Background: an optimization exercise with open tools, aiming at small area and a short achievable clock period. Do not read the settings as production practice.
No functional check of the RTL was part of this run.
Power figures rest on the tool's default switching activity, not on a simulated workload.

<file path="flow/run.sh">
#!/bin/bash
# The standard ORFS layout with two changes: Yosys's adder-cell mapping is off, so that ABC
# maps the arithmetic together with the rest of the logic, and the port buffers are
# buf_2 cells. Registers and everything else as in standard.sh; each tool's output lands
# in orfs/logs, make's own output in make_finish.log.
set -euo pipefail
cd "$(dirname "$0")/.."
bash standard.sh ADDER_MAP_FILE= "BUFFER_PORTS_ARGS=-buffer_cell sky130_fd_sc_hd__buf_2" finish > make_finish.log 2>&1
</file>
<file path="standard.sh">
#!/bin/bash
# synth_recipe.tcl (not shown) runs the flow's synth.tcl, then flattens the netlist and writes it again
# the make line also repeats each setting of config.mk as NAME=value (left out here)
make -C /OpenROAD-flow-scripts/flow DESIGN_CONFIG=/design/flow/config.mk WORK_HOME=/design/flow/orfs CLKGATE_MAP_FILE= SYNTH_SCRIPT=/design/flow/synth_recipe.tcl "${@:-finish}"
</file>
<file path="config.mk">
export PLATFORM = sky130hd
export DESIGN_NAME = binomial_pipeline_schedule
export DESIGN_NICKNAME = binomial_pipeline_schedule
export VERILOG_FILES = /design/flow/design.v
export SDC_FILE = /design/flow/constraint.sdc
export NUM_CORES = 4
export LEC_CHECK = 0
export ABC_AREA = 1
export CAP_MARGIN = 20
export CORE_MARGIN = 2
export CORE_UTILIZATION = 40
export SETUP_SLACK_MARGIN = 4.4
export SLEW_MARGIN = 20
</file>
<file path="constraint.sdc">
create_clock -name core_clock -period 7.0 [get_ports {clk_i}]
set_input_delay 1.4000 -clock core_clock [delete_from_list [all_inputs] [get_ports {clk_i}]]
set_output_delay 1.4000 -clock core_clock [all_outputs]
set_load 0.01 [all_outputs]
</file>
<file path="design.v">
package bps_pkg;
  localparam int RankBits    = 15;
  localparam int StepBits    = 17;
  localparam int BlockBits   = 16;
  localparam int LogBits     = 4;
  localparam int CfgIdxBits  = 1;
  localparam int CfgDataBits = 16;
endpackage
module bps_mod_a (
  input  logic [16:0] s,
  output logic [7:0]  t63,
  output logic [7:0]  w65,
  output logic [6:0]  y11
);
  logic [5:0] a, b, c;
  always_comb begin
    a   = s[5:0];
    b   = s[11:6];
    c   = {1'b0, s[16:12]};
    t63 = {2'b0, a} + {2'b0, b} + {2'b0, c};
    w65 = {2'b0, a} + {2'b0, c} + {2'b0, ~b};
    y11 = {2'b0, s[4:0]} + {2'b0, s[14:10]} + {2'b0, ~s[9:5]} + {5'b0, ~s[16:15]};
  end
endmodule
module bps_mod_b (
  input  logic [2:0] s_lo,
  input  logic [3:0] l,
  input  logic [7:0] t63,
  input  logic [7:0] w65,
  input  logic [6:0] y11,
  output logic [3:0] si
);
  logic [3:0] r15, r13, r11, r9;
  logic [2:0] r7, r5;
  logic [3:0] a7;
  logic [1:0] r3;
  logic [6:0] v13;
  logic [5:0] c13, z11;
  logic [4:0] c11, d9, c5, e7;
  always_comb begin
    e7 = {2'b0, t63[2:0]} + {2'b0, t63[5:3]} + {3'b0, t63[7:6]};
    a7 = {1'b0, e7[2:0]} + {2'b0, e7[4:3]};
    r7 = (a7 >= 4'd7) ? 3'(a7 - 4'd7) : a7[2:0];
    d9 = {2'b0, t63[2:0]} + {3'b0, t63[7:6]} - {2'b0, t63[5:3]};
    r9 = d9[4] ? d9[3:0] + 4'd9 : ((d9[3:0] >= 4'd9) ? d9[3:0] - 4'd9 : d9[3:0]);
    case (r9)
      4'd0, 4'd3, 4'd6: r3 = 2'd0;
      4'd1, 4'd4, 4'd7: r3 = 2'd1;
      default:          r3 = 2'd2;
    endcase
    v13 = {1'b0, w65[5:0]} + 7'd2 + {2'b0, w65[7:6], 2'b0} + {3'b0, w65[7:6], 3'b0};
    c13 = (v13 >= 7'd52) ? 6'(v13 - 7'd52) : v13[5:0];
    c13 = (c13 >= 6'd26) ? 6'(c13 - 6'd26) : c13;
    r13 = (c13 >= 6'd13) ? 4'(c13 - 6'd13) : c13[3:0];
    c5 = {3'b0, w65[5:4]} + {1'b0, w65[3:0]} + 5'd7 - {3'b0, w65[7:6]};
    case (c5)
      5'd5, 5'd10, 5'd15, 5'd20, 5'd25:  r5 = 3'd0;
      5'd6, 5'd11, 5'd16, 5'd21:         r5 = 3'd1;
      5'd7, 5'd12, 5'd17, 5'd22:         r5 = 3'd2;
      5'd8, 5'd13, 5'd18, 5'd23:         r5 = 3'd3;
      default:                           r5 = 3'd4;
    endcase
    z11 = {1'b0, y11[4:0]} + {4'b0, ~y11[6:5]} + 6'd7;
    c11 = (z11 >= 6'd22) ? 5'(z11 - 6'd22) : z11[4:0];
    r11 = (c11 >= 5'd11) ? 4'(c11 - 5'd11) : c11[3:0];
    case ({r3, r5})
      5'b00000: r15 = 4'd0;
      5'b00001: r15 = 4'd6;
      5'b00010: r15 = 4'd12;
      5'b00011: r15 = 4'd3;
      5'b00100: r15 = 4'd9;
      5'b01000: r15 = 4'd10;
      5'b01001: r15 = 4'd1;
      5'b01010: r15 = 4'd7;
      5'b01011: r15 = 4'd13;
      5'b01100: r15 = 4'd4;
      5'b10000: r15 = 4'd5;
      5'b10001: r15 = 4'd11;
      5'b10010: r15 = 4'd2;
      5'b10011: r15 = 4'd8;
      5'b10100: r15 = 4'd14;
      default:  r15 = 4'd0;
    endcase
    case (l)
      4'd2:    si = {3'b0, s_lo[0]};
      4'd3:    si = {2'b0, r3};
      4'd4:    si = {2'b0, s_lo[1:0]};
      4'd5:    si = {1'b0, r5};
      4'd6:    si = {2'b0, r3} + ((r3[0] ^ s_lo[0]) ? 4'd3 : 4'd0);
      4'd7:    si = {1'b0, r7};
      4'd8:    si = {1'b0, s_lo};
      4'd9:    si = r9;
      4'd10:   si = {1'b0, r5} + ((r5[0] ^ s_lo[0]) ? 4'd5 : 4'd0);
      4'd11:   si = r11;
      4'd12:   si = {2'b0, r3} + 4'd3 * {2'b0, 2'(2'd3 * (s_lo[1:0] - r3))};
      4'd13:   si = r13;
      4'd14:   si = {1'b0, r7} + ((r7[0] ^ s_lo[0]) ? 4'd7 : 4'd0);
      4'd15:   si = r15;
      default: si = 4'd0;
    endcase
  end
endmodule
module binomial_pipeline_schedule (
  input  logic                              clk_i,
  input  logic                              rst_ni,
  input  logic                              start_i,
  output logic                              busy_o,
  input  logic                              req_type_i,
  input  logic [bps_pkg::RankBits-1:0]      rank_i,
  input  logic [bps_pkg::StepBits-1:0]      step_i,
  input  logic                              cfg_we_i,
  input  logic [bps_pkg::CfgIdxBits-1:0]    cfg_idx_i,
  input  logic [bps_pkg::CfgDataBits-1:0]   cfg_wdata_i,
  output logic                              valid_o,
  output logic                              transfer_valid_o,
  output logic [bps_pkg::RankBits-1:0]      peer_rank_o,
  output logic [bps_pkg::BlockBits-1:0]     block_index_o,
  output logic [bps_pkg::StepBits-1:0]      forged_index_o
);
  assign busy_o = 1'b0;
  logic [3:0]  lx_q;
  logic [15:0] bx_q;
  logic        zb_q;
  always_ff @(posedge clk_i or negedge rst_ni) begin
    if (!rst_ni) begin
      lx_q <= 4'd0;
      bx_q <= 16'd0;
      zb_q <= 1'b0;
    end else if (cfg_we_i) begin
      if (cfg_idx_i == 1'b0) begin
        lx_q <= (cfg_wdata_i[3:0] == 4'd0) ? 4'd0 : cfg_wdata_i[3:0] ^ 4'd1;
      end else begin
        bx_q <= cfg_wdata_i ^ 16'd1;
        zb_q <= (cfg_wdata_i == 16'd0);
      end
    end
  end
  logic [3:0]  l_q;
  logic [15:0] b_q;
  logic        zb;
  logic [15:0] last;
  assign l_q  = lx_q ^ 4'd1;
  assign b_q  = bx_q ^ 16'd1;
  assign zb   = zb_q;
  assign last = zb ? 16'd0 : b_q - 16'd1;
  logic v1_q, v2_q, v3_q, v4_q, v5_q;
  always_ff @(posedge clk_i or negedge rst_ni) begin
    if (!rst_ni) begin
      v1_q    <= 1'b0;
      v2_q    <= 1'b0;
      v3_q    <= 1'b0;
      v4_q    <= 1'b0;
      v5_q    <= 1'b0;
      valid_o <= 1'b0;
    end else begin
      v1_q    <= start_i;
      v2_q    <= v1_q;
      v3_q    <= v2_q;
      v4_q    <= v3_q;
      v5_q    <= v4_q;
      valid_o <= v5_q;
    end
  end
  logic        req1_q, req2_q, req3_q;
  logic [14:0] rank1_q, rank2_q, rank3_q;
  logic [16:0] s1_q, s2_q, s3_q, s4_q;
  logic [7:0]  t63_d, t63_q, w65_d, w65_q;
  logic [6:0]  y11_d, y11_q;
  logic [3:0]  si3_d, si3_q, si4_q;
  bps_mod_a u_mod_a (
    .s   (s1_q),
    .t63 (t63_d),
    .w65 (w65_d),
    .y11 (y11_d)
  );
  bps_mod_b u_mod_b (
    .s_lo (s2_q[2:0]),
    .l    (l_q),
    .t63  (t63_q),
    .w65  (w65_q),
    .y11  (y11_q),
    .si   (si3_d)
  );
  always_ff @(posedge clk_i) begin
    req1_q  <= req_type_i;
    rank1_q <= rank_i;
    s1_q    <= step_i;
    req2_q  <= req1_q;
    rank2_q <= rank1_q;
    s2_q    <= s1_q;
    t63_q   <= t63_d;
    w65_q   <= w65_d;
    y11_q   <= y11_d;
    req3_q  <= req2_q;
    rank3_q <= rank2_q;
    s3_q    <= s2_q;
    si3_q   <= si3_d;
  end
  logic [14:0] onehot, above, below, other;
  logic        rot0, any_a, any_b;
  logic [3:0]  pa, pb;
  always_comb begin
    onehot = 15'd1 << si3_q;
    above  = '0;
    below  = '0;
    for (int j = 0; j < 15; j++) begin
      above[j] = rank3_q[j] && (4'(j) > si3_q);
      below[j] = rank3_q[j] && (4'(j) < si3_q);
    end
    other = rank3_q ^ onehot;
    rot0  = rank3_q[si3_q] ^ !req3_q;
    any_a = |above;
    any_b = |below;
    pa = 4'd0;
    for (int j = 14; j >= 0; j--) if (above[j]) pa = 4'(j);
    pb = 4'd0;
    for (int j = 14; j >= 0; j--) if (below[j]) pb = 4'(j);
  end
  logic        rot04_q, any_a4_q, any_b4_q;
  logic [3:0]  pa4_q, pb4_q;
  logic [14:0] peer4_q;
  always_ff @(posedge clk_i) begin
    rot04_q  <= rot0;
    any_a4_q <= any_a;
    any_b4_q <= any_b;
    pa4_q    <= pa;
    pb4_q    <= pb;
    peer4_q  <= other;
    si4_q    <= si3_q;
    s4_q     <= s3_q;
  end
  logic [4:0]  x, m, wrapx;
  logic [3:0]  idx, idxp, first, gc;
  logic        recv_nz, kill;
  logic [17:0] g, sl;
  always_comb begin
    x       = any_b4_q ? {1'b0, pb4_q} : {1'b0, si4_q};
    wrapx   = x + {1'b0, l_q};
    m       = (any_a4_q && ({1'b0, pa4_q} < wrapx)) ? {1'b0, pa4_q} : wrapx;
    idx     = 4'(m - {1'b0, si4_q});
    idxp    = rot04_q ? idx : 4'd0;
    first   = any_b4_q ? pb4_q : (rot04_q ? si4_q : pa4_q);
    recv_nz = rot04_q || any_a4_q || any_b4_q;
    g       = {2'b0, b_q} + {14'b0, l_q} + {1'b1, ~s4_q};
    kill    = g[17] || (g[16:0] == '0);
    gc      = (g[16:4] != '0) ? 4'd15 : g[3:0];
    sl      = {1'b0, s4_q} - {14'b0, l_q};
  end
  logic        pre5_q;
  logic [14:0] peer5_q;
  logic [3:0]  idxp5_q, gc5_q, first5_q;
  logic [17:0] sl5_q;
  always_ff @(posedge clk_i) begin
    pre5_q   <= recv_nz && !kill;
    peer5_q  <= peer4_q;
    idxp5_q  <= idxp;
    gc5_q    <= gc;
    first5_q <= first;
    sl5_q    <= sl;
  end
  logic [17:0] f, fd;
  logic [4:0]  d;
  logic        ok, clamp, eq;
  logic [15:0] blk, forged;
  always_comb begin
    f      = sl5_q + {14'b0, idxp5_q};
    d      = {1'b0, first5_q} - {1'b0, idxp5_q};
    fd     = {{13{d[4]}}, d};
    ok     = pre5_q && !f[17];
    clamp  = {1'b0, idxp5_q} > {1'b0, gc5_q} + {4'b0, zb};
    eq     = (sl5_q == fd);
    blk    = clamp ? last : f[15:0];
    forged = (clamp && !eq) ? last : f[15:0];
  end
  always_ff @(posedge clk_i) begin
    transfer_valid_o <= ok;
    peer_rank_o      <= ok ? peer5_q : '0;
    block_index_o    <= ok ? blk : '0;
    forged_index_o   <= {1'b0, ok ? forged : 16'd0};
  end
endmodule
</file>
==> results.cfg <==
[synthesis]
netlist_top_cells_count = nand2_1 (627), inv_1 (268), dfxtp_1 (267)
synth_edf_count = 0
netlist_area_um2 = 14200
synth_seq_cells = 294
yosysTopAreaCellShare = 0.377
syn_avg_cell_area_um2 = 6.87
yosysUniqueCellTypes = 57
postSynthCellCount = 2063
async_reset_ff_frac = 0.0918
synth_top_area_cell = dfxtp_1
yosys-top-cells-area = dfxtp_1 (38%), nand2_1 (17%), inv_1 (7.1%), nor2_1 (5.9%), nand3_1 (5.4%)
synth_most_common_cell = nand2_1
synth_ff_type = dfxtp_1
synth.yosys.seq_area_share = 0.425
synth_warnings = 3

[run_status]
outcome = finished clean

[die]
fp.dieW_um = 192
die-area_um2 = 37000
die_y_um = 192
num_rows = 68
coreArea_um2 = 34700
start_util = 0.408
num_io_pins = 105

[critical_path]
timing.critical_path.to = block_index_o[15]
critPathLaunch = bx_q[1]
critical_path_class = flop to flop
r2r-start = bx_q[1]
cp-end-kind = flop
r2r_end = block_index_o[15]
reg2regPathDepth = 18
arrival_ps = 3000
regToRegSetupSlack_ps = 4450
required_ps = 7450
crit_path_max_fanout = 4
worstSetupStartpointType = flop

[timing]
tightest_slew_ps = 948
slew-limit-headroom = 0.367
final.setup.worst_slack_ps = 4450
worst_clock_skew_ps = 18.5
fin_crit_ps = 2550
min_period_over_period = 0.364
rsz0062_at_grt = true
fmax_mhz = 392
finalHoldViolCount = 0
finalSetupViolCount = 0
slew_viol_final = 0
fin_tns_setup_ps = 0

[pwr]
pwr-share-seq = 0.263
netSwitchingFraction = 0.436
power_switching_mw = 3.60
pwr-share-comb = 0.524
p_clk_frac = 0.213
powerDensity_nw_per_um2 = 448
leakage_nw = 9.25
p_int_mw = 4.65
vdd_drop_max_uv = 228

[detailed_routing]
drtIter0Drc = 635
vias = 13300
wl_per_cell_um = 13.3
vias_per_cell = 4.84
ant_nets = 0
finalWirelength_um = 36600
drc = 0
dr.pass1.iters = 5

[place]
hpwl_um = 26300
pre_cts_ws_ps = 4090
port_buffers = 102
gp_congestion = 0.885

[flow_run]
maxCapViolations = 0

[global_routing]
grt_remaining_overflow = 0
antenna_found_initial = 0
grt_pass1_wl_um = 56100
grt_pass1_vias = 11800
grtUsageTotal = 0.186
grt_max_degree = 45

[finish]
fin_nets = 2320
drive_gt1_frac = 0.284
area_growth_pct = 29.9
insertedDiodeCount = 0

[clocking]
numCtsBuffers = 34
clockRootBuffer = clkbuf_16
cts.sink_count = 294
insertion_delay_ps = 530
cts_tree = built
cts.clk_slew.worst_paths_ps = 60
clock_path_buffers = 3
cts-htree-levels = 2

[min_path]
hp-class = flop to flop
-- cells by family (layout without fill, tap and decap cells) --
family                    count (synthesis)  count (layout)  share of synthesized area
DFF                                     294             294                      0.425
and+or+nand+nor                        1124            1126                      0.336
xor gates and xnor gates                 90              90                     0.0566
buffers and inverters                   316             542                     0.0866
AOI/OAI and AO/OA                       238             238                     0.0959
other                                     1               2                   0.000264
-- power groups by stage --
stage / combinational [mW] / clock, mW / sequential (mW)
floorplan: 2.43 / 0 / 2.13
global placement: 2.95 / 0 / 2.18
detailed placement: 2.99 / 0 / 2.18
CTS: 3.06 / 1.80 / 2.15
global route: 4.79 / 1.87 / 2.20
finish: 4.32 / 1.76 / 2.17
-- state kept, by name (all words and copies together), names as in the netlist, 16 cells and up --
register,flops
s2_q,17
bx_q,16
sl5_q,18
forged_index_o,16
s1_q,17
s3_q,17
block_index_o,16
s4_q,17
-- critical path, cell delays in order (launching register included) --
cell and delay [ps]:
dfrtp_2 440, nor2_4 90, inv_2 50, nor2_4 110
nand2_2 90, nor2_4 120, nand2_2 80, nor2_2 120
inv_2 60, nor2_4 130, inv_2 60, nor3_4 220
nand2_2 90, inv_2 80, nand4_1 170, buf_4 200
a21oi_4 150, nor2_1 60, nor2_1 130
-- cell usage in the layout (no fill, tap or decap), types with 41 or more instances in the layout --
cell       n
xor2_1    61
inv_1    247
nand3_1  106
buf_4     78
nor2_1   201
a21oi_1   73
o21ai_0   68
dfxtp_1  241
nand2_2  103
nand2_1  508
nand2_4   41
buf_2    102
-- cell type report --
cell class,count,area (µm²)
fill,3321,16300
clock inverter,18,166
multi-input combinational,1456,8300
clock buffer,44,968
tap,455,569
sequential,294,6090
timing repair buffer,188,1180
inverter,292,1140
-- through the flow --
step	instance area [µm²]	instances	hold slack, ps	utilization	power (mW)
after floorplan	14200	2064	310	-	4.55
after global placement	15100	2597	310	0.436	5.13
after detailed placement	15100	2597	312	0.436	5.18
after CTS	16400	2668	324	0.472	7.01
after global routing	18400	2747	328	0.531	8.86
final	18400	2747	323	0.531	8.24
-- layer usage --
layer,part of all wire,vias to the layer above,wire [µm],GRT usage
li1,-,6893,-,-
met1,0.47,6032,17100,0.252
met2,0.46,298,16700,0.300
met3,0.052,73,1890,0.0318
met4,0.025,0,897,0.0611
met5,0,-,0,0
-- what timing repair did --
item	CTS	global route
hold buffers	0	0
endpoints found under the setup margin	30	72
resized for setup	23	413
pin swaps	5	134
cloned	0	2
setup buffers	9	77
-- worst min path at each step --
stage	from	endpoint	slack, ps	depth (start not counted)
6_report	rank2_q[6]	rank3_q[6]	320	0
5_1_grt	s2_q[14]	s3_q[14]	330	0
4_1_cts	rank2_q[6]	rank3_q[6]	320	0
3_5_place_dp	rank2_q[6]	rank3_q[6]	310	0
3_3_place_gp	s3_q[7]	s4_q[7]	310	0
2_1_floorplan	peer4_q[0]	peer5_q[0]	310	0

[separate check: timing with driven ports]
In the flow no input, the clock included, has a driving cell. The finished layout below was timed again as built, in two steps. Step 1, drivers: a clkbuf_16 drives clk_i and a buf_2 each remaining input, both assumed. Step 2 adds t to the input delays and takes it off the output delays; t is the mean of the earliest and latest rising clock arrival at the registers after step 1. Input paths then give back, and output paths get back, about the clock's delay inside the block. Three values: ideal, step 1, step 2; two values: the first two.
shift t [ns]: 0.574
setup slack, ns: 4.452 / 4.452 / 4.260
hold WS [ns]: 0.323 / 0.323 / 0.323
After both steps this run still meets setup and hold. The setup slack of this run moves by 0.000 ns with the drivers and by -0.192 ns with both steps.
